Source: an optimization exercise on an open RTL-to-GDS flow (aim: small area). Production flows keep margins and buffers that such runs may drop. The RTL was checked by simulation tests, not by an equivalence proof against the original design. No activity file was given, so power comes from the tool's default toggle rates.

--- config.mk ---
export PLATFORM = sky130hd
export DESIGN_NAME = face_erode
export DESIGN_NICKNAME = face_erode
export VERILOG_FILES = /design/flow/design.v
export SDC_FILE = /design/flow/constraint.sdc
export NUM_CORES = 4
export LEC_CHECK = 0
export CAP_MARGIN = 20
export CORE_MARGIN = 2
export CORE_UTILIZATION = 40
export SLEW_MARGIN = 20
--- constraint.sdc ---
create_clock -name core_clock -period 8.0 [get_ports {clk}]
set_input_delay 1.6000 -clock core_clock [delete_from_list [all_inputs] [get_ports {clk}]]
set_output_delay 1.6000 -clock core_clock [all_outputs]
set_load 0.01 [all_outputs]
--- design.v ---
module face_erode #(
   parameter logic [11:0] H_DISP = 12'd480,
   parameter logic [11:0] V_DISP = 12'd272
) (
   input  logic        clk,
   input  logic        rst,
   input  logic        face_hsync,
   input  logic        face_vsync,
   input  logic [7:0]  face_data,
   input  logic        face_de,
   output logic        ero_hsync,
   output logic        ero_vsync,
   output logic [7:0]  ero_data,
   output logic        ero_de
);
   logic [11:0]       r_col;
   logic [11:0]       r_row;
   logic              r_wr_done;
   logic [H_DISP-1:0] r_lb1;
   logic [H_DISP-1:0] r_lb2;
   logic [2:0]        r_win_c1;
   logic [2:0]        r_win_c0;
   logic              r_e;
   logic              r_hs_d1;
   logic              r_vs_d1;
   logic              r_de_d1;
   logic              w_b;
   logic              w_r1;
   logic              w_r2;
   logic              w_de_fall;
   logic              w_vs_rise;
   logic              w_wr;
   logic              w_e;
   assign w_b       = |face_data;
   assign w_de_fall = r_de_d1 & ~face_de;
   assign w_vs_rise = face_vsync & ~r_vs_d1;
   assign w_wr      = face_de & ~r_wr_done;
   always_comb begin
      w_r1 = 1'b0;
      w_r2 = 1'b0;
      for (int i = 0; i < int'(H_DISP); i++) begin
         if (r_col == 12'(i)) begin
            w_r1 = r_lb1[i];
            w_r2 = r_lb2[i];
         end else begin
            w_r1 = w_r1;
            w_r2 = w_r2;
         end
      end
   end
   always_comb begin
      if ((r_row >= 12'd2) && (r_col >= 12'd2)) begin
         w_e = &{r_win_c1, r_win_c0, w_r2, w_r1, w_b};
      end else begin
         w_e = 1'b0;
      end
   end
   always_ff @(posedge clk or posedge rst) begin
      if (rst) begin
         r_col     <= 12'd0;
         r_row     <= 12'd0;
         r_wr_done <= 1'b0;
      end else begin
         if (face_de) begin
            if (r_col != H_DISP - 12'd1) begin
               r_col <= r_col + 12'd1;
            end else begin
               r_wr_done <= 1'b1;
            end
         end else if (w_de_fall) begin
            r_col     <= 12'd0;
            r_wr_done <= 1'b0;
         end
         if (w_vs_rise) begin
            r_row <= 12'd0;
         end else if (w_de_fall && (r_row != V_DISP - 12'd1)) begin
            r_row <= r_row + 12'd1;
         end
      end
   end
   always_ff @(posedge clk or posedge rst) begin
      if (rst) begin
         r_lb1 <= '0;
         r_lb2 <= '0;
      end else begin
         for (int i = 0; i < int'(H_DISP); i++) begin
            if (w_wr && (r_col == 12'(i))) begin
               r_lb2[i] <= r_lb1[i];
               r_lb1[i] <= w_b;
            end
         end
      end
   end
   always_ff @(posedge clk or posedge rst) begin
      if (rst) begin
         r_win_c1 <= 3'd0;
         r_win_c0 <= 3'd0;
         r_e      <= 1'b0;
         r_hs_d1  <= 1'b0;
         r_vs_d1  <= 1'b0;
         r_de_d1  <= 1'b0;
      end else begin
         if (face_de) begin
            r_win_c1 <= r_win_c0;
            r_win_c0 <= {w_r2, w_r1, w_b};
         end
         r_e     <= face_de & w_e;
         r_hs_d1 <= face_hsync;
         r_vs_d1 <= face_vsync;
         r_de_d1 <= face_de;
      end
   end
   always_ff @(posedge clk or posedge rst) begin
      if (rst) begin
         ero_hsync <= 1'b0;
         ero_vsync <= 1'b0;
         ero_de    <= 1'b0;
         ero_data  <= 8'h00;
      end else begin
         ero_hsync <= r_hs_d1;
         ero_vsync <= r_vs_d1;
         ero_de    <= r_de_d1;
         ero_data  <= (r_e & r_de_d1) ? 8'hFF : 8'h00;
      end
   end
endmodule
--- run.sh ---
#!/bin/bash
# synth_recipe.tcl (not shown) runs the flow's synth.tcl, then flattens the netlist and writes it again
# the make line also repeats each setting of config.mk as NAME=value (left out here)
make -C /OpenROAD-flow-scripts/flow DESIGN_CONFIG=/design/flow/config.mk WORK_HOME=/design/flow/orfs CLKGATE_MAP_FILE= SYNTH_SCRIPT=/design/flow/synth_recipe.tcl finish
==> run_results.csv, run 1 <==
group,metric,value,unit
die,die_area,132000,um2
logic_synthesis,yosys.cell_count.top_type,"dfrtp_1",
die,height_of_the_chip,364,um
timing,report.final.slew_viol_count,0,
placed_design,place_area,54000,um2
cells_and_area,final_area,57900,um2
power_and_ir_drop,seq_power_share,37.8,%
logic_synthesis,syn_area_per_cell,9.37,um2
cts,clock-sinks,999,
grt,grt_pass1_vias,45900,
cts,clk_pin_slew,0.06,ns
placed_design,final_hpwl_from_detailed_placement,164000,um
setup_path,timing.critical_path.required,8.64,ns
cts,post-cts-setup-buffers,0,
grt,grt_pass1_wl,342000,um
logic_synthesis,synth_cells,5522,
power_and_ir_drop,vdd.ir_drop.worst,166,uV
setup_path,critPathKind,"reg -> reg",
logic_synthesis,synth.top_cells.by_area,"dfrtp_1, mux2_2, nand2_1, o21ai_0, a21oi_1",
cts,cts.hold.buffers_added,0,
cells_and_area,filler_cells_inserted,12300,
logic_synthesis,postSynth.asyncResetShare,100,%
placed_design,routabilityCongestion,1.04,
setup_path,arrival,7.29,ns
grt,gr-usage-all-layers,36.0,%
die,io_pins,24,
run,max-cap-violations,0,
cells_and_area,layout.cells.non_filler,7269,
setup_path,worstPathMaxFanout,45,
logic_synthesis,ys_seq_area_share,48.3,%
cts,buffer_cell_driving_the_clock_tree_root,"clkbuf_16",
logic_synthesis,synth.mux.area_fraction,10.5,%
setup_path,critical_path.endpoint_type,"flop",
logic_synthesis,synthesis.nets,5541,
placed_design,placement.io_buffers,23,
logic_synthesis,post_synth_and_or_nand_nor_area_fraction,16.6,%
drt,viasPerCell,6.63,
drt,drt-pass1-iter-count,6,
timing,clock-skew-final,0.0544,ns
timing,final-hold-violation-count,0,
drt,initial_detailed_routing_violation_count,6814,
cts,htree_num_levels,3,
setup_path,cell_family_contributing_the_most_delay_on_the_critical_path,"compound AO/OA/AOI/OAI gates",
logic_synthesis,synthXorXnorAreaFrac,0.288,%
die,placeableCoreArea,128000,um2
placed_design,count_of_placed_standard_cells_including_taps,7055,
timing,maxClockFrequency,150,MHz
timing,whs,0.353,ns
setup_path,crit_buf_inv,4,
power_and_ir_drop,power-per-cell-area,241,nW/um2
timing,worstMarginPinSlew,1.30,ns
setup_path,timing.critical_path.slowest_stage_cell,"nor4_1",
cts,insertion_delay,0.80,ns
setup_path,cpPeakStageDelay,0.86,ns
power_and_ir_drop,switching_share,34.3,%
die,effective_utilization_at_floorplan,40.4,%
logic_synthesis,synth-edff-count,0,
grt,grt_antenna_before_repair,14,
setup_path,startpoint_type,"flop",
power_and_ir_drop,power_frac_clock,39.8,%
drt,antenna_left,0,
power_and_ir_drop,power_total,13.9,mW
logic_synthesis,ys_top_cells_by_count,"dfrtp_1, nand2_1, o21ai_0",
power_and_ir_drop,cell_internal_pwr,9.16,mW
die,die_w,364,um
power_and_ir_drop,comb_power_share,22.4,%
logic_synthesis,ys_types,104,
logic_synthesis,compound_gate_portion_of_the_synthesized_area,20.4,%
cells_and_area,share_of_final_layout_standard_cells_stronger_than_drive_strength_1,17.7,%
logic_synthesis,yosys.area.top_type,"dfrtp_1",
cts,clk_path_buf_depth,3,
outcome,run_status,"complete, no violations",
cells_and_area,finalNetCount,5458,
timing,rsz_0062_raised_after_global_routing,"false",
timing,finalWorstPathRequiredPeriod,6.65,ns
cts,cts-resized-gates,0,
drt,detail_route.wirelength,242000,um
power_and_ir_drop,total_switching_power,4.78,mW
drt,via_count,48200,
hold_path,hold_path.class,"reg -> reg",
timing,report.final.setup_viol,0,
timing,slew_headroom,13.2,%
logic_synthesis,synthDominantCellAreaShare,48.3,%
timing,finalCritPeriodShare,83.2,%
cts,cts_inserted_buffers,111,
logic_synthesis,synth_top_family_by_area,"compound AO/OA/AOI/OAI gates",
drt,drcViolationCount,0,
drt,detail_route.wl_per_cell,33.2,um
grt,grt_start_max_net_pins,170,
logic_synthesis,syn-cell-area,51800,um2
timing,setup_tns_final,0,ns
logic_synthesis,synth_adder_area_share,0.145,%
grt,grt_overflow,0,
power_and_ir_drop,static-leakage-power,25.0,nW
logic_synthesis,synth_ff_type,"dfrtp_1",
cts,tritoncts,"done",
setup_path,rrSetupSlack,1.35,ns
cells_and_area,flow.area_growth_from_synthesis,11.9,%
die,rows,131,
logic_synthesis,yosys_warnings,1,
logic_synthesis,synth-seq-cells,999,
setup_path,cp_cell_sequence,"inv_1, ha_4, buf_4, inv_2, buf_4, o31ai_1, nand2_1, a2111oi_2, a21oi_1, or4_1, nor4_1, o211ai_1, nand2_1, a211oi_1, o31ai_1, a31oi_1, o31a_1",
-- power by group through the flow --
stage	combinational [mW]	clock, mW	sequential (mW)
floorplan	1.58	0	5.29
detailed placement	2.91	0	5.36
global placement	2.91	0	5.35
finish	3.12	5.55	5.27
global route	3.12	5.80	5.27
CTS	2.92	5.59	5.27
-- cell families after synthesis --
kind of cell / count (synthesis)
AOI/OAI and AO/OA: 1677
xor gates and xnor gates: 17
adders and majority gates: 6
buffers and inverters: 424
DFF: 999
muxes: 482
and+or+nand+nor: 1917
-- flip-flops by register name (all words and copies together), names as in the netlist, 3 cells and up --
signal and cells:
r_col 12, r_lb1 480, r_lb2 480, r_win_c1 3, r_win_c0 3, r_row 12
-- worst paths after layout --
check                      cells past startpoint     endpoint     start
max                                           17  r_win_c0[1]  r_col[0]
min                                            0    ero_hsync   r_hs_d1
max reg2reg                                   17  r_win_c0[1]  r_col[0]
min reg2reg                                    0    ero_hsync   r_hs_d1
max in group asynchronous                      4   r_lb1[411]       rst
min in group asynchronous                      2     r_row[7]       rst
-- metrics by stage --
step                      util (%)  setup WS (ns)
final                         45.3           1.35
after global routing          45.2           1.23
after CTS                     45.2           1.71
after detailed placement      42.2           1.75
after global placement        42.2           1.77
after floorplan                  -          -7.36
-- per-layer routing --
metal	vias to the layer above	track usage, %	part of all wire, %
met4	30	23.1	7.7
met3	948	10.7	12
li1	19900	-	-
met1	24000	46.4	39
met2	3318	52.6	42
met5	-	0	0.092
-- layout make-up --
cell class                 count  area [um2]  area share (%)
multi-input combinational   4099       25000            43.1
timing repair buffer         210        1780            3.07
inverter                      18        71.3           0.123
clock buffer                 165        3300            5.70
sequential                   999       25000            43.2
antenna                       10        25.0          0.0432
clock inverter                39         614            1.06
tap                         1729        2160            3.73
-- layout by cell type (no fill, tap or decap), types with 24 or more instances in the layout --
master and count:
nor2_2 24, nor2b_1 43, o31ai_1 34, o21ai_0 587, a22oi_1 50, nand3_1 61
a21oi_1 385, a31oi_1 49, nand2b_1 36, o22ai_1 73, clkbuf_8 30, buf_4 175
nand3b_1 25, o221ai_1 42, clkbuf_16 112, dfrtp_1 997, nand2_1 996, nor2_1 463
a221o_1 35, a221oi_1 73, mux2_2 481, nor3_1 60, o211ai_1 57, a211oi_1 45
==> run 2, diff against run 1 <==
==> design.v (replaced) <==
module face_erode #(
   parameter logic [11:0] H_DISP = 12'd480,
   parameter logic [11:0] V_DISP = 12'd272
) (
   input  logic        clk,
   input  logic        rst,
   input  logic        face_hsync,
   input  logic        face_vsync,
   input  logic [7:0]  face_data,
   input  logic        face_de,
   output logic        ero_hsync,
   output logic        ero_vsync,
   output logic [7:0]  ero_data,
   output logic        ero_de
);
   localparam int NW = int'(H_DISP) / 5;    
   logic [7:0]  r_chain [NW-1];    
   logic [7:0]  r_s;               
   logic [2:0]  r_ph;              
   logic [1:0]  r_row;             
   logic [1:0]  r_win;             
   logic        r_e;
   logic        r_hs_d1;
   logic        r_vs_d1;
   logic        r_de_d1;
   logic        r_ero;
   logic        w_b;
   logic [1:0]  w_t;
   logic [1:0]  w_tn;
   logic        w_c;
   logic [7:0]  w_s;
   logic        w_last;
   assign w_b    = |face_data;
   assign w_t    = (r_s >= 8'd162) ? 2'd2 : (r_s >= 8'd81) ? 2'd1 : 2'd0;
   assign w_c    = w_b & w_t[1];
   assign w_tn   = w_b ? (w_t[1] | w_t[0] ? 2'd2 : 2'd1) : 2'd0;
   assign w_s    = 8'(r_s * 3) + 8'(w_t * 13) + 8'(w_tn);
   assign w_last = (r_ph == 3'd4);
   always_ff @(posedge clk) begin
      if (face_de && w_last) begin
         r_chain[0] <= w_s;
         for (int i = 1; i < NW - 1; i++) r_chain[i] <= r_chain[i-1];
      end
   end
   always_ff @(posedge clk) begin
      if (face_de) r_s <= w_last ? r_chain[NW-2] : w_s;
   end
   always_ff @(posedge clk or posedge rst) begin
      if (rst) begin
         r_ph    <= 3'd0;
         r_row   <= 2'd0;
         r_win   <= 2'd0;
         r_e     <= 1'b0;
         r_hs_d1 <= 1'b0;
         r_vs_d1 <= 1'b0;
         r_de_d1 <= 1'b0;
      end else begin
         if (face_de) r_ph <= w_last ? 3'd0 : r_ph + 3'd1;
         if (face_vsync && !r_vs_d1) r_row <= 2'd0;
         else if (r_de_d1 && !face_de && !r_row[1]) r_row <= r_row + 2'd1;
         r_win   <= face_de ? {r_win[0], w_c} : 2'd0;
         r_e     <= face_de & w_c & (&r_win) & r_row[1];
         r_hs_d1 <= face_hsync;
         r_vs_d1 <= face_vsync;
         r_de_d1 <= face_de;
      end
   end
   always_ff @(posedge clk or posedge rst) begin
      if (rst) begin
         ero_hsync <= 1'b0;
         ero_vsync <= 1'b0;
         ero_de    <= 1'b0;
         r_ero     <= 1'b0;
      end else begin
         ero_hsync <= r_hs_d1;
         ero_vsync <= r_vs_d1;
         ero_de    <= r_de_d1;
         r_ero     <= r_e;
      end
   end
   assign ero_data = {8{r_ero}};
endmodule
--- a/config.mk
+++ b/config.mk
@@ -7,5 +7,7 @@
 export LEC_CHECK = 0
 export CAP_MARGIN = 20
 export CORE_MARGIN = 2
-export CORE_UTILIZATION = 40
+export CORE_UTILIZATION = 70
+export CTS_BUF_LIST = sky130_fd_sc_hd__clkbuf_4 sky130_fd_sc_hd__clkbuf_8
+export PLACE_DENSITY = 0.8
 export SLEW_MARGIN = 20
==> run_results.csv, run 2 <==
group,metric,value,unit
outcome,run_status,"complete, no violations",
cts,htree_num_levels,3,
cells_and_area,share_of_final_layout_standard_cells_stronger_than_drive_strength_1,16.1,%
grt,gr-usage-all-layers,18.6,%
logic_synthesis,yosys.area.top_type,"edfxtp_1",
power_and_ir_drop,power_total,10.1,mW
setup_path,setup.worst_path.start,"face_data[1]",
timing,worstMarginPinSlew,0.858,ns
timing,report.final.setup_viol,0,
cts,clk_pin_slew,0.06,ns
setup_path,timing.critical_path.slowest_stage_cell,"nor4_1",
timing,finalWorstPathRequiredPeriod,4.99,ns
hold_path,hold_path.class,"reg -> reg",
die,effective_utilization_at_floorplan,71.2,%
cells_and_area,flow.area_growth_from_synthesis,12.2,%
die,io_pins,24,
placed_design,placement.io_buffers,23,
logic_synthesis,ys_types,43,
cells_and_area,biggestRegsByFlops,"r_chain x760, r_s x8, r_ph x3",
logic_synthesis,synth_ff_type,"edfxtp_1",
setup_path,reg2reg_depth,15,
cts,clk_path_buf_depth,3,
setup_path,cp_cell_sequence,"clkdlybuf4s50_1, nor4_1, nand2_1, and2_1, fa_1, nor2_1, a31oi_1, o21ai_4, inv_2, fa_1, a21o_1, a21oi_1, o21bai_1, a2111o_1, o311ai_0",
drt,drt-pass1-iter-count,5,
hold_path,hold_start,"r_hs_d1",
setup_path,r2r-end,"r_s[6]",
drt,initial_detailed_routing_violation_count,753,
drt,viasPerCell,5.51,
logic_synthesis,ys_seq_area_share,95.1,%
timing,finalCritPeriodShare,62.4,%
timing,rsz_0062_raised_after_global_routing,"false",
die,placeableCoreArea,34600,um2
cts,clock-sinks,783,
cts,buffer_cell_driving_the_clock_tree_root,"clkbuf_8",
cts,post-cts-setup-buffers,0,
timing,final-hold-violation-count,0,
logic_synthesis,synth.mux.area_fraction,0,%
timing,slew_headroom,42.6,%
logic_synthesis,synthesis.nets,994,
setup_path,critical_path.most_common_cell,"fa_1",
drt,via_count,9028,
grt,grt_start_max_net_pins,135,
die,rows,68,
timing,maxClockFrequency,200,MHz
power_and_ir_drop,power-per-cell-area,364,nW/um2
logic_synthesis,postSynth.asyncResetShare,1.92,%
setup_path,startpoint_type,"input pin",
drt,antenna_left,0,
setup_path,arrival,5.45,ns
grt,grt_pass1_vias,8904,
hold_path,min_path_cells,0,
cts,cts_inserted_buffers,113,
logic_synthesis,synth_top_family_by_area,"adder cells",
cells_and_area,final_core_utilization,79.8,%
run,max-cap-violations,0,
die,die_w,192,um
logic_synthesis,synth-seq-cells,783,
power_and_ir_drop,static-leakage-power,8.99,nW
die,height_of_the_chip,192,um
power_and_ir_drop,vdd.ir_drop.worst,276,uV
logic_synthesis,syn_area_per_cell,25.8,um2
die,die_area,36700,um2
placed_design,routabilityCongestion,0.815,
setup_path,rrSetupSlack,3.57,ns
logic_synthesis,compound_gate_portion_of_the_synthesized_area,1.23,%
logic_synthesis,ys_top_cells_by_count,"edfxtp_1, inv_1, nand2_1",
logic_synthesis,yosys.cell_count.top_type,"edfxtp_1",
logic_synthesis,synthDominantCellAreaShare,93.6,%
timing,clock-skew-final,0.0275,ns
cells_and_area,largest_register_ff_count,760,
timing,whs,0.349,ns
drt,detail_route.wl_per_cell,20.1,um
setup_path,timing.critical_path.required,8.45,ns
cells_and_area,most_used_cells_in_the_layout_excluding_fill_and_tap_cells,"edfxtp_1, clkbuf_8, clkbuf_4",
logic_synthesis,synth_cells,957,
grt,grt_pass1_wl,49400,um
logic_synthesis,synth.top_cells.by_area,"edfxtp_1, dfrtp_1, ha_1, fa_1, inv_1",
logic_synthesis,post_synth_and_or_nand_nor_area_fraction,1.22,%
setup_path,worstPathMaxFanout,5,
logic_synthesis,synthXorXnorAreaFrac,0.249,%
hold_path,worst_hold_path.endpoint,"ero_hsync",
cts,cts-resized-gates,0,
setup_path,critical_path.endpoint_type,"flop",
drt,detail_route.wirelength,32900,um
timing,report.final.slew_viol_count,0,
grt,grt_antenna_before_repair,1,
drt,drcViolationCount,0,
logic_synthesis,synth-edff-count,768,
logic_synthesis,yosys_warnings,2,
setup_path,critPathKind,"in -> reg",
cells_and_area,largest-register,"r_chain",
logic_synthesis,syn-cell-area,24600,um2
logic_synthesis,synth_adder_area_share,1.40,%
cts,insertion_delay,0.69,ns
placed_design,final_hpwl_from_detailed_placement,15500,um
cts,tritoncts,"done",
setup_path,cpPeakStageDelay,0.55,ns
setup_path,worstReg2RegStart,"r_s[3]",
cells_and_area,most_frequent_standard_cell_in_the_layout_excluding_fill_and_tap_cells,"edfxtp_1",
cells_and_area,finalNetCount,1128,
cts,cts.hold.buffers_added,0,
grt,grt_overflow,0,
cells_and_area,filler_cells_inserted,1468,
[run 2: cell type report]
type	instances	area, um2	area share [%]
Clock buffer	156	1890	6.84
Clock inverter	51	245	0.887
Antenna cell	1	2.50	0.00905
Timing Repair Buffer	30	358	1.29
Multi-Input combinational cell	130	1020	3.68
Inverter	33	129	0.466
Sequential cell	783	23400	84.8
Tap cell	455	569	2.06
[run 2: cells by family (layout without fill, tap and decap cells)]
logic type	Yosys count	count (layout)
compound gates	41	41
flops	783	783
buf+inv	44	270
simple gates	58	58
other cells	0	1
fa+ha+maj	24	24
xor+xnor	7	7
[run 2: where the power goes]
group,leakage (nW),switching (mW),internal [mW]
combinational,0.706,1.20,0.676
clock,1.14,1.41,1.53
sequential,7.14,0.142,5.10
total,8.99,2.75,7.31
[run 2: through the flow]
step	setup slack (ns)	cells	instance area (um2)	setup TNS, ns
after CTS	3.05	1638	27600	0
after detailed placement	2.34	1431	25500	0
after global routing	2.83	1638	27600	0
after floorplan	-5.39	957	24700	-4097.27
after global placement	2.58	1431	25500	0
final	3.01	1639	27700	0
[run 2: how the worst max path moves through the flow]
| stage | end | slack, ns | depth (start not counted) |
|---|---|---|---|
| CTS | r_s[6] | 3.05 | 15 |
| floorplan | r_chain[0][0] | -5.39 | 3 |
| finish | r_s[6] | 3.01 | 15 |
| detailed placement | r_s[6] | 2.34 | 15 |
| global route | r_s[6] | 2.83 | 15 |
| global placement | r_s[6] | 2.58 | 15 |
[run 2: routing by layer]
metal	GRT usage [%]	wire length, um
met4	6.83	651
met3	5.12	1740
met1	29.1	15800
met5	0	0
met2	25.8	14800
[run 2: worst max-delay path, delay by kind of cell]
family | cells | cell delay (ns)
AO/OA/AOI/OAI | 7 | 1.30
adder cells (fa/ha/maj) | 2 | 0.94
buffers and inverters | 2 | 0.51
AND/OR/NAND/NOR | 4 | 1.09
==> run 3, diff against run 2 <==
--- a/config.mk
+++ b/config.mk
@@ -5,9 +5,12 @@
 export SDC_FILE = /design/flow/constraint.sdc
 export NUM_CORES = 4
 export LEC_CHECK = 0
+export ABC_AREA = 1
 export CAP_MARGIN = 20
 export CORE_MARGIN = 2
 export CORE_UTILIZATION = 70
 export CTS_BUF_LIST = sky130_fd_sc_hd__clkbuf_4 sky130_fd_sc_hd__clkbuf_8
+export CTS_CLUSTER_DIAMETER = 40
+export CTS_CLUSTER_SIZE = 20
 export PLACE_DENSITY = 0.8
 export SLEW_MARGIN = 20
==> run_results.csv, run 3 <==
group,metric,value,unit
cts,clk_pin_slew,0.11,ns
die,placeableCoreArea,34500,um2
cells_and_area,flow.area_growth_from_synthesis,9.84,%
timing,report.final.slew_viol_count,0,
timing,maxClockFrequency,246,MHz
logic_synthesis,yosys.cell_count.top_type,"edfxtp_1",
hold_path,hold_start,"r_hs_d1",
hold_path,worst_hold_path.endpoint,"ero_hsync",
timing,layout_setup_ws,3.93,ns
grt,grt_start_max_net_pins,194,
cts,cts.hold.buffers_added,0,
logic_synthesis,syn-cell-area,24500,um2
logic_synthesis,synth_top_family_by_area,"adder cells",
drt,viasPerCell,5.49,
logic_synthesis,synth_ff_type,"edfxtp_1",
drt,drt-pass1-iter-count,5,
setup_path,critPathKind,"in -> reg",
placed_design,final_hpwl_from_detailed_placement,15000,um
cts,tritoncts,"done",
grt,grt_antenna_before_repair,1,
grt,grt_pass1_wl,47500,um
cells_and_area,multi_input_comb_area,843,um2
setup_path,worstPathMaxFanout,3,
drt,drcViolationCount,0,
grt,gr-usage-all-layers,18.0,%
timing,clock-skew-final,0.0345,ns
placed_design,routabilityCongestion,0.819,
cells_and_area,largest-register,"r_chain",
die,effective_utilization_at_floorplan,71.1,%
drt,antenna_left,0,
setup_path,reg2reg_depth,18,
timing,final-hold-violation-count,0,
logic_synthesis,post_synth_and_or_nand_nor_area_fraction,1.39,%
cells_and_area,finalNetCount,1080,
setup_path,startpoint_type,"input pin",
hold_path,min_path_cells,0,
power_and_ir_drop,vdd.ir_drop.worst,286,uV
cells_and_area,filler_cells_inserted,1539,
setup_path,critical_path.endpoint_type,"flop",
cells_and_area,most_frequent_standard_cell_in_the_layout_excluding_fill_and_tap_cells,"edfxtp_1",
logic_synthesis,synthDominantCellAreaShare,94.2,%
grt,grt_pass1_vias,8344,
cts,htree_num_levels,3,
power_and_ir_drop,static-leakage-power,8.72,nW
setup_path,timing.critical_path.required,8.39,ns
cts,cts_inserted_buffers,66,
placed_design,place_area,25300,um2
timing,finalCritPeriodShare,50.9,%
cells_and_area,largest_register_ff_count,760,
cts,insertion_delay,0.62,ns
drt,initial_detailed_routing_violation_count,811,
grt,grt_overflow,0,
logic_synthesis,compound_gate_portion_of_the_synthesized_area,0.393,%
logic_synthesis,synth_cells,953,
outcome,run_status,"complete, no violations",
cells_and_area,final_area,26900,um2
logic_synthesis,synthXorXnorAreaFrac,0.215,%
die,io_pins,24,
logic_synthesis,synth-edff-count,768,
logic_synthesis,syn_area_per_cell,25.7,um2
timing,worstMarginPinSlew,1.07,ns
die,height_of_the_chip,191,um
die,rows,68,
timing,whs,0.364,ns
hold_path,hold_path.class,"reg -> reg",
logic_synthesis,synth.top_cells.by_area,"edfxtp_1, dfrtp_1, ha_1, inv_1, nand2_1",
cts,clock-sinks,783,
setup_path,arrival,4.46,ns
timing,report.final.setup_viol,0,
logic_synthesis,ys_seq_area_share,95.7,%
cells_and_area,biggestRegsByFlops,"r_chain x760, r_s x8, r_ph x3",
placed_design,placement.io_buffers,23,
placed_design,detailedPlace.worstSlack,3.28,ns
cts,cts-resized-gates,0,
drt,detail_route.wl_per_cell,20.5,um
logic_synthesis,synth_adder_area_share,1.41,%
logic_synthesis,synthesis.nets,990,
logic_synthesis,synth.mux.area_fraction,0,%
setup_path,worstReg2RegStart,"r_s[6]",
logic_synthesis,ys_top_cells_by_count,"edfxtp_1, inv_1, nand2_1",
run,max-cap-violations,0,
power_and_ir_drop,power-per-cell-area,360,nW/um2
logic_synthesis,yosys.area.top_type,"edfxtp_1",
drt,via_count,8495,
logic_synthesis,ys_types,22,
cells_and_area,share_of_final_layout_standard_cells_stronger_than_drive_strength_1,12.3,%
drt,detail_route.wirelength,31700,um
logic_synthesis,postSynth.asyncResetShare,1.92,%
cells_and_area,most_used_cells_in_the_layout_excluding_fill_and_tap_cells,"edfxtp_1, clkbuf_8, inv_1",
timing,rsz_0062_raised_after_global_routing,"false",
logic_synthesis,synth-seq-cells,783,
logic_synthesis,yosys_warnings,2,
setup_path,rrSetupSlack,4.26,ns
cells_and_area,area.sequential,23400,um2
cts,buffer_cell_driving_the_clock_tree_root,"clkbuf_8",
setup_path,r2r-end,"r_s[7]",
die,die_w,191,um
timing,finalWorstPathRequiredPeriod,4.07,ns
cts,post-cts-setup-buffers,0,
cts,clk_path_buf_depth,3,
timing,slew_headroom,29.0,%
die,die_area,36500,um2
==> run 3: power by group <==
part | internal, mW | switching (mW) | leakage [nW]
clock network | 1.20 | 1.33 | 0.785
registers | 5.39 | 0.207 | 7.18
logic | 0.474 | 1.07 | 0.755
==> run 3: layout make-up <==
cell class	instances	area share (%)
Timing Repair Buffer	31	1.19
Tap cell	455	2.12
Multi-Input combinational cell	121	3.13
Inverter	40	0.558
Antenna cell	1	0.00930
Clock inverter	41	2.13
Sequential cell	783	87.1
Clock buffer	75	3.74
==> run 3: worst max-delay path by stage <==
stage	startpoint	to	slack, ns	depth (start not counted)
global route	face_data[5]	r_s[6]	3.82	17
CTS	face_data[4]	r_s[6]	3.97	17
detailed placement	face_de	r_chain[10][7]	3.28	5
global placement	face_de	r_chain[20][2]	3.38	5
finish	face_data[5]	r_s[6]	3.93	17
floorplan	face_de	r_chain[0][0]	-5.35	2
==> run 3: stage by stage <==
step           TNS [ns]  cells  util [%]  total power, mW
3_3_place_gp          0   1430      73.5             7.02
3_5_place_dp          0   1430      73.5             7.17
2_1_floorplan  -4070.20    953         -             6.92
6_report              0   1547      78.1             9.68
5_1_grt               0   1546      78.1             10.1
4_1_cts               0   1546      78.1             9.76
==> run 3: critical path: stages <==
cell	delay, ns
clkdlybuf4s50_1	0.39
nor2_1	0.09
nor3b_1	0.20
nand2_1	0.14
inv_1	0.12
a21oi_1	0.06
fa_1	0.46
nand3_2	0.09
nand2_2	0.08
fa_1	0.46
nand3_1	0.10
nand2_1	0.09
a21oi_1	0.13
o21ai_0	0.11
xor2_1	0.17
nand2_1	0.09
nand2_1	0.07
==> run 3: metal layers <==
| metal | vias up | global-route usage, % | wire length [um] |
|---|---|---|---|
| li1 | 3875 | - | - |
| met1 | 4402 | 27.1 | 14800 |
| met2 | 171 | 27.2 | 15100 |
| met3 | 47 | 4.15 | 1250 |
| met4 | 0 | 5.95 | 594 |
| met5 | - | 0 | 0 |
==> run 3: cells by family (layout without fill, tap and decap cells) <==
logic type / after synthesis / count (layout)
AOI/OAI and AO/OA: 16 / 16
buffers and inverters: 49 / 187
xor gates and xnor gates: 6 / 6
adders and majority gates: 24 / 24
DFF: 783 / 783
and+or+nand+nor: 75 / 75
other: 0 / 1
==> run 4, diff against run 3 <==
--- a/config.mk
+++ b/config.mk
@@ -9,8 +9,8 @@
 export CAP_MARGIN = 20
 export CORE_MARGIN = 2
 export CORE_UTILIZATION = 70
-export CTS_BUF_LIST = sky130_fd_sc_hd__clkbuf_4 sky130_fd_sc_hd__clkbuf_8
-export CTS_CLUSTER_DIAMETER = 40
-export CTS_CLUSTER_SIZE = 20
+export CTS_BUF_LIST = sky130_fd_sc_hd__clkbuf_8 sky130_fd_sc_hd__clkbuf_16
+export CTS_CLUSTER_DIAMETER = 50
+export CTS_CLUSTER_SIZE = 30
 export PLACE_DENSITY = 0.8
 export SLEW_MARGIN = 20
==> run_results.csv, run 4 <==
group,metric,value,unit
cts,clock-sinks,783,
run,max-cap-violations,0,
logic_synthesis,ys_seq_area_share,95.7,%
drt,detail_route.wirelength,33900,um
setup_path,critPathKind,"in -> reg",
die,placeableCoreArea,34500,um2
die,die_area,36500,um2
grt,grt_pass1_wl,50500,um
setup_path,reg2reg_depth,19,
logic_synthesis,ys_types,22,
cells_and_area,flow.area_growth_from_synthesis,10.1,%
die,die_w,191,um
logic_synthesis,syn-cell-area,24500,um2
logic_synthesis,yosys.cell_count.top_type,"edfxtp_1",
timing,report.final.setup_viol,0,
cts,post-cts-setup-buffers,0,
cells_and_area,largest_register_ff_count,760,
cells_and_area,filler_cells_inserted,1598,
cells_and_area,largest-register,"r_chain",
grt,grt_antenna_before_repair,0,
timing,report.final.slew_viol_count,0,
grt,gr-usage-all-layers,19.1,%
cts,clk_pin_slew,0.10,ns
drt,viasPerCell,5.64,
die,io_pins,24,
logic_synthesis,syn_area_per_cell,25.7,um2
setup_path,critical_path.endpoint_type,"flop",
timing,finalWorstPathRequiredPeriod,4.29,ns
power_and_ir_drop,static-leakage-power,8.74,nW
drt,detail_route.wl_per_cell,22.4,um
cells_and_area,most_used_cells_in_the_layout_excluding_fill_and_tap_cells,"edfxtp_1, clkbuf_16, inv_1",
cells_and_area,final_area,27000,um2
logic_synthesis,synthDominantCellAreaShare,94.2,%
timing,slew_headroom,32.3,%
timing,clock-skew-final,0.0218,ns
logic_synthesis,synth_cells,953,
grt,grt_pass1_vias,8471,
drt,drcViolationCount,0,
setup_path,rrSetupSlack,4.15,ns
drt,via_count,8550,
grt,grt_overflow,0,
drt,initial_detailed_routing_violation_count,826,
grt,grt_start_max_net_pins,194,
logic_synthesis,synth-seq-cells,783,
die,rows,68,
logic_synthesis,ys_top_cells_by_count,"edfxtp_1, inv_1, nand2_1",
cells_and_area,finalNetCount,1060,
cts,cts-resized-gates,0,
cts,clk_path_buf_depth,3,
placed_design,place_area,25300,um2
timing,maxClockFrequency,233,MHz
hold_path,hold_path.class,"reg -> reg",
logic_synthesis,postSynth.asyncResetShare,1.92,%
placed_design,placement.io_buffers,23,
drt,antenna_left,0,
power_and_ir_drop,vdd.ir_drop.worst,281,uV
cells_and_area,area.sequential,23400,um2
timing,rsz_0062_raised_after_global_routing,"false",
logic_synthesis,synthesis.nets,990,
placed_design,routabilityCongestion,0.819,
logic_synthesis,yosys_warnings,2,
timing,finalCritPeriodShare,53.6,%
cells_and_area,most_frequent_standard_cell_in_the_layout_excluding_fill_and_tap_cells,"edfxtp_1",
power_and_ir_drop,power-per-cell-area,366,nW/um2
timing,worstMarginPinSlew,1.02,ns
outcome,run_status,"complete, no violations",
drt,drt-pass1-iter-count,7,
cells_and_area,multi_input_comb_area,843,um2
setup_path,startpoint_type,"input pin",
cts,htree_num_levels,2,
logic_synthesis,synth_ff_type,"edfxtp_1",
cts,cts.hold.buffers_added,0,
cts,cts_inserted_buffers,45,
cts,buffer_cell_driving_the_clock_tree_root,"clkbuf_16",
logic_synthesis,synth.top_cells.by_area,"edfxtp_1, dfrtp_1, ha_1, inv_1, nand2_1",
cells_and_area,share_of_final_layout_standard_cells_stronger_than_drive_strength_1,9.72,%
logic_synthesis,synth-edff-count,768,
logic_synthesis,yosys.area.top_type,"edfxtp_1",
cells_and_area,biggestRegsByFlops,"r_chain x760, r_s x8, r_ph x3",
cts,tritoncts,"done",
cells_and_area,num_antenna_cells,0,
setup_path,worstPathMaxFanout,3,
hold_path,min_path_cells,0,
die,height_of_the_chip,191,um
placed_design,final_hpwl_from_detailed_placement,15000,um
die,effective_utilization_at_floorplan,71.1,%
cells_and_area,final_core_utilization,78.2,%
cts,insertion_delay,0.58,ns
setup_path,timing.critical_path.required,8.34,ns
timing,final-hold-violation-count,0,
setup_path,arrival,4.63,ns
-- run 4: cell counts after synthesis --
No cell type changed its count.
-- run 4: area by class of cell --
class                           instances  share of cell area (%)
Sequential cell                       783                    86.9
Tap cell                              455                    2.11
Clock buffer                           48                    4.41
Inverter                               40                   0.557
Clock inverter                         36                    1.58
Multi-Input combinational cell        121                    3.13
Timing Repair Buffer                   32                    1.29
-- run 4: through the flow --
step	cells	setup TNS [ns]	worst slack [ns]	hold WS, ns	power [mW]
3_3_place_gp	1430	0	3.38	0.333	7.02
5_1_grt	1515	0	3.57	0.356	10.3
2_1_floorplan	953	-4070.20	-5.35	0.331	6.92
4_1_cts	1514	0	3.73	0.347	9.93
3_5_place_dp	1430	0	3.28	0.337	7.17
6_report	1515	0	3.71	0.348	9.88
-- run 4: worst paths after layout --
check                             start  endpoint
setup / recovery           face_data[5]    r_s[6]
hold / removal                      r_e     r_ero
setup reg to reg                 r_s[6]    r_s[6]
hold reg to reg                     r_e     r_ero
max in group asynchronous           rst  r_win[0]
min in group asynchronous           rst     r_ero
-- run 4: routing by layer --
layer  global-route usage (%)  vias up  part of all wire [%]
li1                         -     3834                     -
met1                     27.9     4457                    45
met2                     31.0      203                    49
met3                     3.14       56                   4.0
met4                     5.18        0                   2.0
met5                        0        -                     0
-- run 4: logic make-up after synthesis --
kind of cell / Yosys count / share of synthesized area [%]
buffers and inverters: 49 / 0.889
AO/OA/AOI/OAI: 16 / 0.393
XOR/XNOR: 6 / 0.215
adder cells (fa/ha/maj): 24 / 1.41
flip-flops: 783 / 95.7
AND/OR/NAND/NOR: 75 / 1.39
-- run 4: where the power goes --
group | leakage [nW] | switching [mW] | internal (mW)
combinational | 0.767 | 1.17 | 0.484
sequential | 7.18 | 0.216 | 5.39
clock | 0.792 | 1.41 | 1.21
-- run 4: critical path, cell delays in order --
cell,delay (ns)
clkdlybuf4s50_1,0.39
nor2_1,0.09
nor3b_1,0.20
nand2_1,0.14
inv_1,0.12
a21oi_1,0.06
fa_1,0.45
nand3_2,0.09
nand2_2,0.08
fa_1,0.46
nand3_1,0.10
nand2_1,0.10
a21oi_1,0.19
o21ai_0,0.17
xor2_1,0.21
nand2_1,0.09
nand2_1,0.06
==> run 5, diff against run 4 <==
==> config.mk (replaced) <==
export PLATFORM = sky130hd
export DESIGN_NAME = face_erode
export DESIGN_NICKNAME = face_erode
export VERILOG_FILES = /design/flow/design.v
export SDC_FILE = /design/flow/constraint.sdc
export NUM_CORES = 4
export LEC_CHECK = 0
export CAP_MARGIN = 20
export CORE_MARGIN = 2
export CORE_UTILIZATION = 40
export SLEW_MARGIN = 20
==> run_results.csv, run 5 <==
group,metric,value,unit
setup_path,arrival,5.32,ns
logic_synthesis,ys_types,43,
placed_design,final_hpwl_from_detailed_placement,13900,um
logic_synthesis,synthXorXnorAreaFrac,0.249,%
timing,whs,0.348,ns
drt,viasPerCell,4.64,
cells_and_area,largest_register_ff_count,760,
cts,tritoncts,"done",
logic_synthesis,synth_top_family_by_area,"adder cells",
timing,rsz_0062_raised_after_global_routing,"false",
die,placeableCoreArea,60600,um2
timing,layout_setup_ws,3.05,ns
cells_and_area,layout.cells.non_filler,1889,
timing,finalWorstPathRequiredPeriod,4.95,ns
logic_synthesis,yosys.area.top_type,"edfxtp_1",
grt,grt_pass1_wl,47400,um
power_and_ir_drop,vdd.ir_drop.worst,269,uV
placed_design,placement.io_buffers,23,
cts,clk_pin_slew,0.06,ns
logic_synthesis,compound_gate_portion_of_the_synthesized_area,1.23,%
cts,cts-resized-gates,0,
timing,report.final.slew_viol_count,0,
outcome,run_status,"complete, no violations",
logic_synthesis,syn-cell-area,24600,um2
cells_and_area,most_frequent_standard_cell_in_the_layout_excluding_fill_and_tap_cells,"edfxtp_1",
cts,cts.hold.buffers_added,0,
logic_synthesis,yosys_warnings,2,
cells_and_area,most_used_cells_in_the_layout_excluding_fill_and_tap_cells,"edfxtp_1, clkbuf_16, inv_1",
hold_path,hold_path.class,"reg -> reg",
drt,detail_route.wl_per_cell,16.3,um
logic_synthesis,synthDominantCellAreaShare,93.6,%
cells_and_area,largest-register,"r_chain",
timing,slew_headroom,52.8,%
grt,grt_start_max_net_pins,233,
timing,worstMarginPinSlew,0.708,ns
setup_path,timing.critical_path.required,8.37,ns
cts,htree_num_levels,3,
cells_and_area,biggestRegsByFlops,"r_chain x760, r_s x8, r_ph x3",
drt,drt-pass1-iter-count,5,
drt,via_count,8756,
cells_and_area,share_of_final_layout_standard_cells_stronger_than_drive_strength_1,11.1,%
logic_synthesis,synth-seq-cells,783,
grt,grt_overflow,0,
setup_path,startpoint_type,"input pin",
die,rows,90,
cts,insertion_delay,0.60,ns
logic_synthesis,postSynth.asyncResetShare,1.92,%
timing,finalCritPeriodShare,61.9,%
logic_synthesis,ys_seq_area_share,95.1,%
cts,cts_inserted_buffers,72,
die,io_pins,24,
cts,clock-sinks,783,
logic_synthesis,synth-edff-count,768,
placed_design,count_of_placed_standard_cells_including_taps,1757,
die,height_of_the_chip,252,um
grt,grt_pass1_vias,8396,
drt,drcViolationCount,0,
logic_synthesis,yosys.cell_count.top_type,"edfxtp_1",
drt,antenna_left,0,
drt,detail_route.wirelength,30700,um
cts,buffer_cell_driving_the_clock_tree_root,"clkbuf_16",
setup_path,critical_path.endpoint_type,"flop",
logic_synthesis,synthesis.nets,994,
timing,maxClockFrequency,202,MHz
logic_synthesis,synth_adder_area_share,1.40,%
cells_and_area,flow.area_growth_from_synthesis,15.0,%
logic_synthesis,synth.mux.area_fraction,0,%
cts,clk_path_buf_depth,3,
die,die_w,252,um
timing,final-hold-violation-count,0,
grt,gr-usage-all-layers,9.64,%
grt,grt_antenna_before_repair,0,
logic_synthesis,ys_top_cells_by_count,"edfxtp_1, inv_1, nand2_1",
logic_synthesis,synth_cells,957,
logic_synthesis,synth_ff_type,"edfxtp_1",
logic_synthesis,synth.top_cells.by_area,"edfxtp_1, dfrtp_1, ha_1, fa_1, inv_1",
setup_path,worstPathMaxFanout,5,
power_and_ir_drop,static-leakage-power,9.04,nW
drt,initial_detailed_routing_violation_count,787,
cts,post-cts-setup-buffers,0,
placed_design,routabilityCongestion,0.772,
die,effective_utilization_at_floorplan,40.7,%
timing,report.final.setup_viol,0,
power_and_ir_drop,power-per-cell-area,371,nW/um2
setup_path,critPathKind,"in -> reg",
run,max-cap-violations,0,
die,die_area,63600,um2
timing,clock-skew-final,0.0170,ns
logic_synthesis,post_synth_and_or_nand_nor_area_fraction,1.22,%
cells_and_area,finalNetCount,1088,
logic_synthesis,syn_area_per_cell,25.8,um2
placed_design,detailedPlace.worstSlack,2.46,ns
[run 5: layout make-up]
| class | instances | area, um2 |
|---|---|---|
| antenna | 1 | 2.50 |
| clock buffer | 97 | 2030 |
| clock inverter | 32 | 367 |
| fill | 4845 | 32200 |
| inverter | 33 | 129 |
| multi-input combinational | 130 | 1020 |
| sequential | 783 | 23400 |
| tap | 782 | 978 |
| timing repair buffer | 31 | 380 |
[run 5: path summary, 6_finish.rpt]
check                           slack (ns)          from  depth (start not counted)       to
max in group asynchronous             6.27           rst                          2  r_ph[1]
worst max register to register        3.58        r_s[3]                         15   r_s[6]
worst min register to register        0.35           r_e                          0    r_ero
min in group asynchronous             1.36           rst                          2  r_ph[0]
worst min-delay path                  0.35           r_e                          0    r_ero
worst max-delay path                  3.05  face_data[5]                         15   r_s[6]
[run 5: metrics by stage]
| stage | util [%] | power [mW] | area (um2) | TNS [ns] |
|---|---|---|---|---|
| 3_3_place_gp | 42.7 | 7.04 | 25900 | 0 |
| 6_report | 46.8 | 10.5 | 28300 | 0 |
| 5_1_grt | 46.8 | 11.0 | 28300 | 0 |
| 4_1_cts | 46.7 | 10.6 | 28300 | 0 |
| 3_5_place_dp | 42.7 | 7.12 | 25900 | 0 |
| 2_1_floorplan | - | 6.82 | 24700 | -4097.27 |
[run 5: layer usage]
| metal | wire (um) | share of wire [%] | global-route usage [%] | up-vias |
|---|---|---|---|---|
| li1 | - | - | - | 3980 |
| met1 | 16500 | 54 | 15.6 | 4515 |
| met2 | 11700 | 38 | 11.6 | 181 |
| met3 | 1630 | 5.3 | 3.14 | 80 |
| met4 | 897 | 2.9 | 4.21 | 0 |
| met5 | 0 | 0 | 0 | - |
[run 5: cells by family after synthesis]
family / Yosys count
AOI/OAI and AO/OA: 41
xor gates and xnor gates: 7
and+or+nand+nor: 58
buffers and inverters: 44
adders and majority gates: 24
DFF: 783
[run 5: power breakdown]
| group | total (mW) | internal, mW | switching (mW) |
|---|---|---|---|
| Clock | 3.44 | 2.05 | 1.40 |
| Sequential | 5.22 | 5.09 | 0.125 |
| Combinational | 1.85 | 0.672 | 1.18 |
| Total | 10.5 | 7.81 | 2.70 |
[run 5: critical path: stages]
cell and delay (ns):
clkdlybuf4s50_1 0.40, nor4_1 0.48, nand2_1 0.18, and2_1 0.19, fa_1 0.48, nor2_1 0.12, a31oi_1 0.09, o21ai_4 0.13
inv_2 0.11, fa_1 0.46, a21o_1 0.19, a21oi_1 0.23, o21bai_1 0.13, a2111o_1 0.41, o311ai_0 0.12
==> run 6, diff against run 5 <==
==> flow/run.sh (new file) <==
#!/bin/bash
# Standard layout, with CTS told not to add dummy loads and port buffers of the
# smallest buffer. Each tool's output goes to its own log here and under orfs/logs.
set -euo pipefail
export CTS_ARGS="-sink_clustering_enable -repair_clock_nets -dont_use_dummy_load -sink_clustering_size 30 -sink_clustering_max_diameter 50 -buf_list {sky130_fd_sc_hd__clkbuf_8 sky130_fd_sc_hd__clkbuf_16}"
export BUFFER_PORTS_ARGS="-buffer_cell sky130_fd_sc_hd__buf_1"
bash standard.sh finish > standard_finish.log 2>&1
==> standard.sh (new file) <==
#!/bin/bash
# synth_recipe.tcl (not shown) runs the flow's synth.tcl, then flattens the netlist and writes it again
# the make line also repeats each setting of config.mk as NAME=value (left out here)
make -C /OpenROAD-flow-scripts/flow DESIGN_CONFIG=/design/flow/config.mk WORK_HOME=/design/flow/orfs CLKGATE_MAP_FILE= SYNTH_SCRIPT=/design/flow/synth_recipe.tcl "${@:-finish}"
--- a/config.mk
+++ b/config.mk
@@ -5,7 +5,9 @@
 export SDC_FILE = /design/flow/constraint.sdc
 export NUM_CORES = 4
 export LEC_CHECK = 0
-export CAP_MARGIN = 20
+export ABC_AREA = 1
+export CAP_MARGIN = 0
 export CORE_MARGIN = 2
-export CORE_UTILIZATION = 40
-export SLEW_MARGIN = 20
+export CORE_UTILIZATION = 70
+export PLACE_DENSITY = 0.8
+export SLEW_MARGIN = 0
removed: run.sh
==> run_results.csv, run 6 <==
group,metric,value,unit
placed_design,final_hpwl_from_detailed_placement,15100,um
placed_design,routabilityCongestion,0.836,
cells_and_area,final_core_utilization,76.2,%
logic_synthesis,syn-cell-area,24500,um2
setup_path,reg2reg_depth,17,
run,max-cap-violations,0,
logic_synthesis,postSynth.asyncResetShare,1.92,%
drt,via_count,8358,
cts,cts-resized-gates,0,
cells_and_area,filler_cells_inserted,1722,
grt,gr-usage-all-layers,18.0,%
cts,insertion_delay,0.58,ns
timing,report.final.setup_viol,0,
die,effective_utilization_at_floorplan,71.1,%
timing,final-hold-violation-count,0,
die,die_w,191,um
die,placeableCoreArea,34500,um2
placed_design,placement.io_buffers,23,
logic_synthesis,yosys.area.top_type,"edfxtp_1",
logic_synthesis,ys_types,22,
cts,htree_num_levels,2,
cells_and_area,most_frequent_standard_cell_in_the_layout_excluding_fill_and_tap_cells,"edfxtp_1",
setup_path,startpoint_type,"input pin",
setup_path,rrSetupSlack,4.35,ns
setup_path,arrival,4.43,ns
logic_synthesis,ys_top_cells_by_count,"edfxtp_1, inv_1, nand2_1",
power_and_ir_drop,power_total,9.26,mW
cts,post-cts-setup-buffers,0,
cts,buffer_cell_driving_the_clock_tree_root,"clkbuf_16",
grt,grt_pass1_vias,8363,
cells_and_area,share_of_final_layout_standard_cells_stronger_than_drive_strength_1,6.29,%
setup_path,crit_end,"r_chain[61][1]",
cts,tritoncts,"done",
drt,antenna_left,0,
drt,detail_route.wirelength,31900,um
setup_path,critPathKind,"in -> reg",
logic_synthesis,syn_area_per_cell,25.7,um2
drt,drt-pass1-iter-count,6,
grt,grt_antenna_before_repair,0,
setup_path,timing.critical_path.required,8.16,ns
cts,clk_path_buf_depth,3,
die,height_of_the_chip,191,um
logic_synthesis,synthDominantCellAreaShare,94.2,%
grt,grt_overflow,0,
setup_path,setup.worst_path.start,"face_de",
power_and_ir_drop,vdd.ir_drop.worst,278,uV
cells_and_area,finalNetCount,1056,
grt,grt_pass1_wl,47600,um
power_and_ir_drop,static-leakage-power,8.41,nW
die,rows,68,
cells_and_area,most_used_cells_in_the_layout_excluding_fill_and_tap_cells,"edfxtp_1, clkbuf_16, inv_1",
drt,initial_detailed_routing_violation_count,801,
hold_path,hold_path.class,"reg -> reg",
drt,viasPerCell,5.68,
cells_and_area,final_area,26300,um2
cts,cts.hold.buffers_added,0,
logic_synthesis,synth.top_cells.by_area,"edfxtp_1, dfrtp_1, ha_1, inv_1, nand2_1",
cells_and_area,largest_register_ff_count,760,
logic_synthesis,yosys_warnings,2,
timing,worstMarginPinSlew,1.12,ns
logic_synthesis,synth_cells,953,
timing,finalWorstPathRequiredPeriod,4.26,ns
drt,drcViolationCount,0,
die,die_area,36500,um2
placed_design,place_area,25200,um2
timing,finalCritPeriodShare,53.3,%
setup_path,critical_path.endpoint_type,"flop",
cts,cts_inserted_buffers,44,
logic_synthesis,synthesis.nets,990,
cells_and_area,num_antenna_cells,0,
cells_and_area,biggestRegsByFlops,"r_chain x760, r_s x8, r_ph x3",
timing,maxClockFrequency,235,MHz
timing,whs,0.349,ns
cells_and_area,largest-register,"r_chain",
outcome,run_status,"complete, no violations",
timing,rsz_0062_raised_after_global_routing,"false",
die,io_pins,24,
grt,grt_start_max_net_pins,220,
setup_path,worstReg2RegStart,"r_s[6]",
timing,slew_headroom,25.4,%
logic_synthesis,synth-seq-cells,783,
drt,detail_route.wl_per_cell,21.7,um
power_and_ir_drop,power-per-cell-area,352,nW/um2
setup_path,worstPathMaxFanout,142,
logic_synthesis,synth_ff_type,"edfxtp_1",
logic_synthesis,yosys.cell_count.top_type,"edfxtp_1",
logic_synthesis,ys_seq_area_share,95.7,%
timing,setup_tns_final,0,ns
cts,clk_pin_slew,0.06,ns
timing,clock-skew-final,0.0521,ns
cells_and_area,flow.area_growth_from_synthesis,7.26,%
timing,report.final.slew_viol_count,0,
logic_synthesis,synth-edff-count,768,
setup_path,r2r-end,"r_s[7]",
cts,clock-sinks,783,
[run 6: cell types whose count changed in the layout (fill, tap and decap cells not counted), moves of 8 or more]
cell	delta
clkdlybuf4s50_1	-23
clkinv_2	-15
nand2_1	+18
clkbuf_1	-18
bufinv_16	-8
buf_1	+23
clkbuf_16	-34
inv_1	+8
[run 6: worst min path at each step]
stage                       start         to  slack [ns]  cells after the start
after floorplan           r_hs_d1  ero_hsync        0.33                      0
after global placement    r_hs_d1  ero_hsync        0.33                      0
after detailed placement      r_e      r_ero        0.33                      0
after CTS                     r_e      r_ero        0.35                      0
after global routing      r_hs_d1  ero_hsync        0.37                      0
final                         r_e      r_ero        0.35                      0
[run 6: area by class of cell]
type | instances | area (um2) | share of cell area, %
inverter | 40 | 150 | 0.572
multi-input combinational | 121 | 843 | 3.21
tap | 455 | 569 | 2.17
timing repair buffer | 29 | 169 | 0.643
sequential | 783 | 23400 | 89.2
clock buffer | 44 | 1100 | 4.19
[run 6: cells by family (layout without fill, tap and decap cells)]
kind of cell | Yosys count | after routing | share of synthesized area, %
flip-flops | 783 | 783 | 95.7
XOR/XNOR | 6 | 6 | 0.215
buffers and inverters | 49 | 113 | 0.889
AO/OA/AOI/OAI | 16 | 16 | 0.393
AND/OR/NAND/NOR | 75 | 75 | 1.39
adder cells (fa/ha/maj) | 24 | 24 | 1.41
[run 6: worst max-delay path: stages]
cell and delay [ns]:
buf_1 0.58, inv_1 0.27, nor2_4 0.62, buf_12 0.60, buf_4 0.63
[run 6: power by group]
group	internal, mW	switching [mW]	leakage [nW]	total [mW]
Sequential	5.40	0.208	7.18	5.61
Clock	0.979	1.12	0.542	2.10
Combinational	0.471	1.08	0.688	1.56
Total	6.85	2.41	8.41	9.26
[run 6: per-layer routing]
metal / part of all wire, % / track usage (%) / vias up
li1: - / - / 3773
met1: 46 / 26.5 / 4361
met2: 47 / 28.2 / 176
met3: 4.3 / 3.34 / 48
met4: 2.3 / 6.04 / 0
met5: 0 / 0 / -
[run 6: per-stage QoR]
step | setup slack (ns) | std cells
floorplan | -5.35 | 953
global placement | 3.30 | 1428
detailed placement | 3.17 | 1428
CTS | 3.77 | 1472
global route | 3.47 | 1472
finish | 3.74 | 1472
==> run 7, diff against run 6 <==
==> flow/run.sh (replaced) <==
#!/bin/bash
# Standard layout, with CTS told not to add dummy loads and port buffers of the
# smallest buffer. Each tool's output goes to its own log here and under orfs/logs.
set -euo pipefail
export CTS_ARGS="-sink_clustering_enable -repair_clock_nets -dont_use_dummy_load -sink_clustering_size 16 -sink_clustering_max_diameter 30 -buf_list {sky130_fd_sc_hd__clkbuf_4 sky130_fd_sc_hd__clkbuf_8}"
export BUFFER_PORTS_ARGS="-buffer_cell sky130_fd_sc_hd__buf_1"
bash standard.sh finish > standard_finish.log 2>&1
==> run_results.csv, run 7 <==
group,metric,value,unit
logic_synthesis,synth-seq-cells,783,
cts,cts_inserted_buffers,110,
cells_and_area,num_antenna_cells,0,
cts,htree_num_levels,3,
cts,tritoncts,"done",
placed_design,routabilityCongestion,0.836,
timing,finalCritPeriodShare,52.5,%
logic_synthesis,yosys_warnings,2,
setup_path,crit_buf_inv,4,
drt,via_count,8669,
placed_design,placement.io_buffers,23,
logic_synthesis,ys_top_cells_by_count,"edfxtp_1, inv_1, nand2_1",
cts,cts-resized-gates,0,
timing,rsz_0062_raised_after_global_routing,"false",
cells_and_area,largest_register_ff_count,760,
logic_synthesis,synth.top_cells.by_area,"edfxtp_1, dfrtp_1, ha_1, inv_1, nand2_1",
logic_synthesis,syn_area_per_cell,25.7,um2
drt,drcViolationCount,0,
placed_design,detailedPlace.worstSlack,3.17,ns
logic_synthesis,synthDominantCellAreaShare,94.2,%
cts,buffer_cell_driving_the_clock_tree_root,"clkbuf_8",
cts,cts.hold.buffers_added,0,
hold_path,hold_path.class,"reg -> reg",
cts,clock-sinks,783,
timing,layout_setup_ws,3.80,ns
logic_synthesis,synth_cells,953,
timing,report.final.slew_viol_count,0,
power_and_ir_drop,seq_power_share,58.5,%
setup_path,critPathKind,"in -> reg",
die,io_pins,24,
cts,post-cts-setup-buffers,0,
power_and_ir_drop,power-per-cell-area,359,nW/um2
logic_synthesis,syn-cell-area,24500,um2
cts,clk_path_buf_depth,3,
timing,report.final.setup_viol,0,
grt,grt_pass1_wl,47600,um
cells_and_area,finalNetCount,1122,
timing,maxClockFrequency,238,MHz
setup_path,critical_path.endpoint_type,"flop",
logic_synthesis,ys_seq_area_share,95.7,%
drt,viasPerCell,5.64,
timing,slew_headroom,22.0,%
cells_and_area,share_of_final_layout_standard_cells_stronger_than_drive_strength_1,12.0,%
power_and_ir_drop,comb_power_share,16.2,%
logic_synthesis,yosys.area.top_type,"edfxtp_1",
run,max-cap-violations,0,
logic_synthesis,synth-edff-count,768,
timing,clock-skew-final,0.0693,ns
placed_design,final_hpwl_from_detailed_placement,15100,um
logic_synthesis,synth_ff_type,"edfxtp_1",
timing,whs,0.340,ns
drt,detail_route.wl_per_cell,20.5,um
power_and_ir_drop,power_total,9.59,mW
timing,worstMarginPinSlew,1.17,ns
power_and_ir_drop,power_frac_clock,25.4,%
cts,clk_pin_slew,0.05,ns
die,die_area,36500,um2
outcome,run_status,"complete, no violations",
setup_path,cell_family_contributing_the_most_delay_on_the_critical_path,"buffers and inverters",
logic_synthesis,postSynth.asyncResetShare,1.92,%
timing,final-hold-violation-count,0,
die,die_w,191,um
die,rows,68,
drt,drt-pass1-iter-count,5,
cells_and_area,flow.area_growth_from_synthesis,8.95,%
die,height_of_the_chip,191,um
timing,finalWorstPathRequiredPeriod,4.20,ns
cells_and_area,largest-register,"r_chain",
drt,antenna_left,0,
setup_path,cpPeakStageDelay,0.63,ns
setup_path,timing.critical_path.required,8.23,ns
logic_synthesis,yosys.cell_count.top_type,"edfxtp_1",
power_and_ir_drop,total_switching_power,2.51,mW
setup_path,startpoint_type,"input pin",
cells_and_area,most_frequent_standard_cell_in_the_layout_excluding_fill_and_tap_cells,"edfxtp_1",
grt,gr-usage-all-layers,17.9,%
power_and_ir_drop,switching_share,26.2,%
die,placeableCoreArea,34500,um2
setup_path,arrival,4.43,ns
grt,grt_antenna_before_repair,0,
setup_path,worstPathMaxFanout,142,
setup_path,timing.critical_path.slowest_stage_cell,"buf_4",
setup_path,cp_cell_sequence,"buf_1, inv_1, nor2_4, buf_12, buf_4",
cts,insertion_delay,0.66,ns
grt,grt_overflow,0,
drt,initial_detailed_routing_violation_count,853,
power_and_ir_drop,static-leakage-power,8.66,nW
cells_and_area,biggestRegsByFlops,"r_chain x760, r_s x8, r_ph x3",
die,effective_utilization_at_floorplan,71.1,%
drt,detail_route.wirelength,31500,um
logic_synthesis,ys_types,22,
cells_and_area,most_used_cells_in_the_layout_excluding_fill_and_tap_cells,"edfxtp_1, clkbuf_8, inv_1",
logic_synthesis,synthesis.nets,990,
grt,grt_pass1_vias,8706,
power_and_ir_drop,vdd.ir_drop.worst,273,uV
grt,grt_start_max_net_pins,220,
power_and_ir_drop,cell_internal_pwr,7.08,mW
timing,setup_tns_final,0,ns
==> run 7: cell counts after synthesis <==
No cell type changed its count.
==> run 7: logic make-up after synthesis <==
family / after synthesis / share of synthesized area [%]
xor+xnor: 6 / 0.215
compound gates: 16 / 0.393
simple gates: 75 / 1.39
buf+inv: 49 / 0.889
fa+ha+maj: 24 / 1.41
flops: 783 / 95.7
==> run 7: power by group through the flow <==
stage / sequential, mW / clock [mW] / combinational (mW)
after floorplan: 5.81 / 0 / 1.11
after global placement: 5.65 / 0 / 1.36
after detailed placement: 5.66 / 0 / 1.52
after CTS: 5.61 / 2.52 / 1.52
after global routing: 5.65 / 2.68 / 1.70
final: 5.61 / 2.43 / 1.55
==> run 7: through the flow <==
stage	cells	utilization [%]	cell area [um2]
2_1_floorplan	953	-	24500
3_3_place_gp	1428	73.0	25200
3_5_place_dp	1428	73.0	25200
4_1_cts	1538	77.4	26700
5_1_grt	1538	77.4	26700
6_report	1538	77.4	26700
==> run 7: final timing paths <==
| check | start | to | slack, ns | cells after the start |
|---|---|---|---|---|
| max reg2reg | r_s[6] | r_s[6] | 4.37 | 19 |
| min reg2reg | r_e | r_ero | 0.34 | 0 |
| max | face_de | r_chain[67][1] | 3.80 | 5 |
| max in group asynchronous | rst | r_ph[0] | 6.64 | 2 |
| min | r_e | r_ero | 0.34 | 0 |
| min in group asynchronous | rst | ero_de | 0.98 | 2 |
==> run 7: final cells by class <==
class,count,area [um2]
well taps,455,569
flip-flops and latches,783,23400
clock buffers,110,1510
inverters,40,150
fillers,1591,7770
multi-input cells,121,843
repair buffers,29,169
==> run 7: worst register-to-register path: cells and delay by family (launching register included) <==
kind                       cells  cell delay [ns]
xor gates and xnor gates       1             0.17
adders and majority gates      4             1.25
AOI/OAI and AO/OA              4             0.61
DFF                            1             0.40
and+or+nand+nor                5             0.59
buffers and inverters          5             0.36
==> run 7: per-layer routing <==
| layer | global-route usage, % | up-vias | part of all wire (%) |
|---|---|---|---|
| li1 | - | 3901 | - |
| met4 | 7.01 | 0 | 1.9 |
| met5 | 0 | - | 0 |
| met2 | 25.7 | 249 | 46 |
| met1 | 27.4 | 4464 | 47 |
| met3 | 4.74 | 55 | 5.1 |
==> run 8, diff against run 7 <==
==> flow/run.sh (replaced) <==
#!/bin/bash
# Standard layout, with CTS told not to add dummy loads and port buffers of the
# smallest buffer. Each tool's output goes to its own log here and under orfs/logs.
set -euo pipefail
export CTS_ARGS="-sink_clustering_enable -repair_clock_nets -dont_use_dummy_load -sink_clustering_size 25 -sink_clustering_max_diameter 40 -buf_list {sky130_fd_sc_hd__clkbuf_8}"
export BUFFER_PORTS_ARGS="-buffer_cell sky130_fd_sc_hd__buf_1"
bash standard.sh finish > standard_finish.log 2>&1
==> run_results.csv, run 8 <==
group,metric,value,unit
die,io_pins,24,
timing,finalWorstPathRequiredPeriod,4.19,ns
cells_and_area,most_used_cells_in_the_layout_excluding_fill_and_tap_cells,"edfxtp_1, clkbuf_8, inv_1",
power_and_ir_drop,vdd.ir_drop.worst,270,uV
run,max-cap-violations,0,
cells_and_area,largest_register_ff_count,760,
power_and_ir_drop,power_total,8.97,mW
setup_path,worstReg2RegStart,"r_s[6]",
placed_design,placement.io_buffers,23,
logic_synthesis,yosys.cell_count.top_type,"edfxtp_1",
drt,detail_route.wl_per_cell,20.2,um
timing,report.final.setup_viol,0,
timing,maxClockFrequency,239,MHz
drt,viasPerCell,5.63,
setup_path,reg2reg_depth,16,
power_and_ir_drop,cell_internal_pwr,6.61,mW
power_and_ir_drop,power_frac_clock,20.6,%
grt,grt_start_max_net_pins,220,
grt,grt_pass1_vias,8228,
logic_synthesis,syn-cell-area,24500,um2
logic_synthesis,syn_area_per_cell,25.7,um2
placed_design,final_hpwl_from_detailed_placement,15100,um
setup_path,r2r-end,"r_chain[0][7]",
setup_path,worstPathMaxFanout,142,
drt,drcViolationCount,0,
timing,slew_headroom,24.9,%
logic_synthesis,ys_types,22,
logic_synthesis,synth_ff_type,"edfxtp_1",
logic_synthesis,synth-seq-cells,783,
setup_path,crit_end,"r_chain[71][1]",
timing,finalCritPeriodShare,52.4,%
power_and_ir_drop,static-leakage-power,8.35,nW
outcome,run_status,"complete, no violations",
die,effective_utilization_at_floorplan,71.1,%
cells_and_area,num_antenna_cells,0,
die,die_w,191,um
cts,clk_path_buf_depth,3,
logic_synthesis,ys_top_cells_by_count,"edfxtp_1, inv_1, nand2_1",
power_and_ir_drop,seq_power_share,62.3,%
timing,rsz_0062_raised_after_global_routing,"false",
hold_path,hold_path.class,"reg -> reg",
logic_synthesis,synthesis.nets,990,
cts,post-cts-setup-buffers,0,
cts,insertion_delay,0.62,ns
power_and_ir_drop,total_switching_power,2.36,mW
die,rows,68,
cells_and_area,flow.area_growth_from_synthesis,6.53,%
logic_synthesis,synth.top_cells.by_area,"edfxtp_1, dfrtp_1, ha_1, inv_1, nand2_1",
cts,cts_inserted_buffers,67,
drt,via_count,8418,
cts,buffer_cell_driving_the_clock_tree_root,"clkbuf_8",
grt,grt_overflow,0,
grt,grt_antenna_before_repair,0,
placed_design,routabilityCongestion,0.836,
logic_synthesis,synthDominantCellAreaShare,94.2,%
drt,drt-pass1-iter-count,5,
die,die_area,36500,um2
setup_path,critPathKind,"in -> reg",
timing,clock-skew-final,0.0680,ns
timing,whs,0.302,ns
cts,htree_num_levels,3,
logic_synthesis,synth-edff-count,768,
placed_design,place_area,25200,um2
cts,cts.hold.buffers_added,0,
cts,clock-sinks,783,
placed_design,count_of_placed_standard_cells_including_taps,1428,
cts,clk_pin_slew,0.10,ns
drt,initial_detailed_routing_violation_count,868,
cells_and_area,biggestRegsByFlops,"r_chain x760, r_s x8, r_ph x3",
power_and_ir_drop,power-per-cell-area,344,nW/um2
setup_path,setup.worst_path.start,"face_de",
cells_and_area,most_frequent_standard_cell_in_the_layout_excluding_fill_and_tap_cells,"edfxtp_1",
logic_synthesis,synth_cells,953,
drt,detail_route.wirelength,30200,um
cts,tritoncts,"done",
cells_and_area,largest-register,"r_chain",
setup_path,startpoint_type,"input pin",
timing,final-hold-violation-count,0,
power_and_ir_drop,switching_share,26.3,%
logic_synthesis,ys_seq_area_share,95.7,%
drt,antenna_left,0,
power_and_ir_drop,comb_power_share,17.1,%
setup_path,timing.critical_path.required,8.20,ns
logic_synthesis,postSynth.asyncResetShare,1.92,%
cells_and_area,final_area,26100,um2
timing,worstMarginPinSlew,1.13,ns
logic_synthesis,yosys_warnings,2,
grt,gr-usage-all-layers,17.0,%
timing,report.final.slew_viol_count,0,
setup_path,arrival,4.39,ns
cells_and_area,finalNetCount,1079,
logic_synthesis,yosys.area.top_type,"edfxtp_1",
die,height_of_the_chip,191,um
setup_path,critical_path.endpoint_type,"flop",
grt,grt_pass1_wl,45200,um
cells_and_area,layout.cells.non_filler,1495,
cells_and_area,share_of_final_layout_standard_cells_stronger_than_drive_strength_1,8.37,%
setup_path,rrSetupSlack,4.34,ns
cts,cts-resized-gates,0,
die,placeableCoreArea,34500,um2
[run 8: cell types whose count changed in the layout (fill, tap and decap cells not counted)]
cell,delta
clkbuf_8,-43
[run 8: power by group through the flow]
stage	Combinational, mW	Sequential [mW]	Clock [mW]
6_report	1.54	5.59	1.85
5_1_grt	1.70	5.64	2.05
4_1_cts	1.52	5.60	1.93
3_5_place_dp	1.52	5.66	0
3_3_place_gp	1.36	5.65	0
2_1_floorplan	1.11	5.81	0
[run 8: cell type report]
class	count	area (um2)
clock buffer	67	922
fill	1699	8370
inverter	40	150
multi-input combinational	121	843
sequential	783	23400
tap	455	569
timing repair buffer	29	169
[run 8: critical path: stages]
cell and delay [ns]:
buf_1 0.60, inv_1 0.25, nor2_4 0.60, buf_12 0.61, buf_4 0.63
[run 8: stage by stage]
step	TNS (ns)	util, %	worst slack (ns)
finish	0	75.7	3.81
CTS	0	75.7	3.86
global placement	0	73.0	3.30
detailed placement	0	73.0	3.17
floorplan	-4070.20	-	-5.35
global route	0	75.7	3.57
[run 8: cell families after synthesis]
family | Yosys count | synth area share, %
flops | 783 | 95.7
buf+inv | 49 | 0.889
compound gates | 16 | 0.393
xor+xnor | 6 | 0.215
fa+ha+maj | 24 | 1.41
simple gates | 75 | 1.39
[run 8: how the worst min path moves through the flow]
stage | from | endpoint | slack, ns | cells after the start
CTS | r_e | r_ero | 0.30 | 0
floorplan | r_hs_d1 | ero_hsync | 0.33 | 0
detailed placement | r_e | r_ero | 0.33 | 0
global route | r_e | r_ero | 0.32 | 0
finish | r_e | r_ero | 0.30 | 0
global placement | r_hs_d1 | ero_hsync | 0.33 | 0
[run 8: layer usage]
metal  vias up  track usage, %  share of wire, %
met5         -               0                 0
met4         0            6.63               2.6
li1       3819               -                 -
met1      4298            26.3                49
met2       227            24.3                44
met3        74            4.02               4.8

Setup slack of run 8, layout unchanged: 3.812 ns with ideal ports, 3.834 ns with driving cells assumed (clock clkbuf_16, inputs buf_2), 3.191 ns with port delays also shifted by the 0.643 ns mid clock arrival.
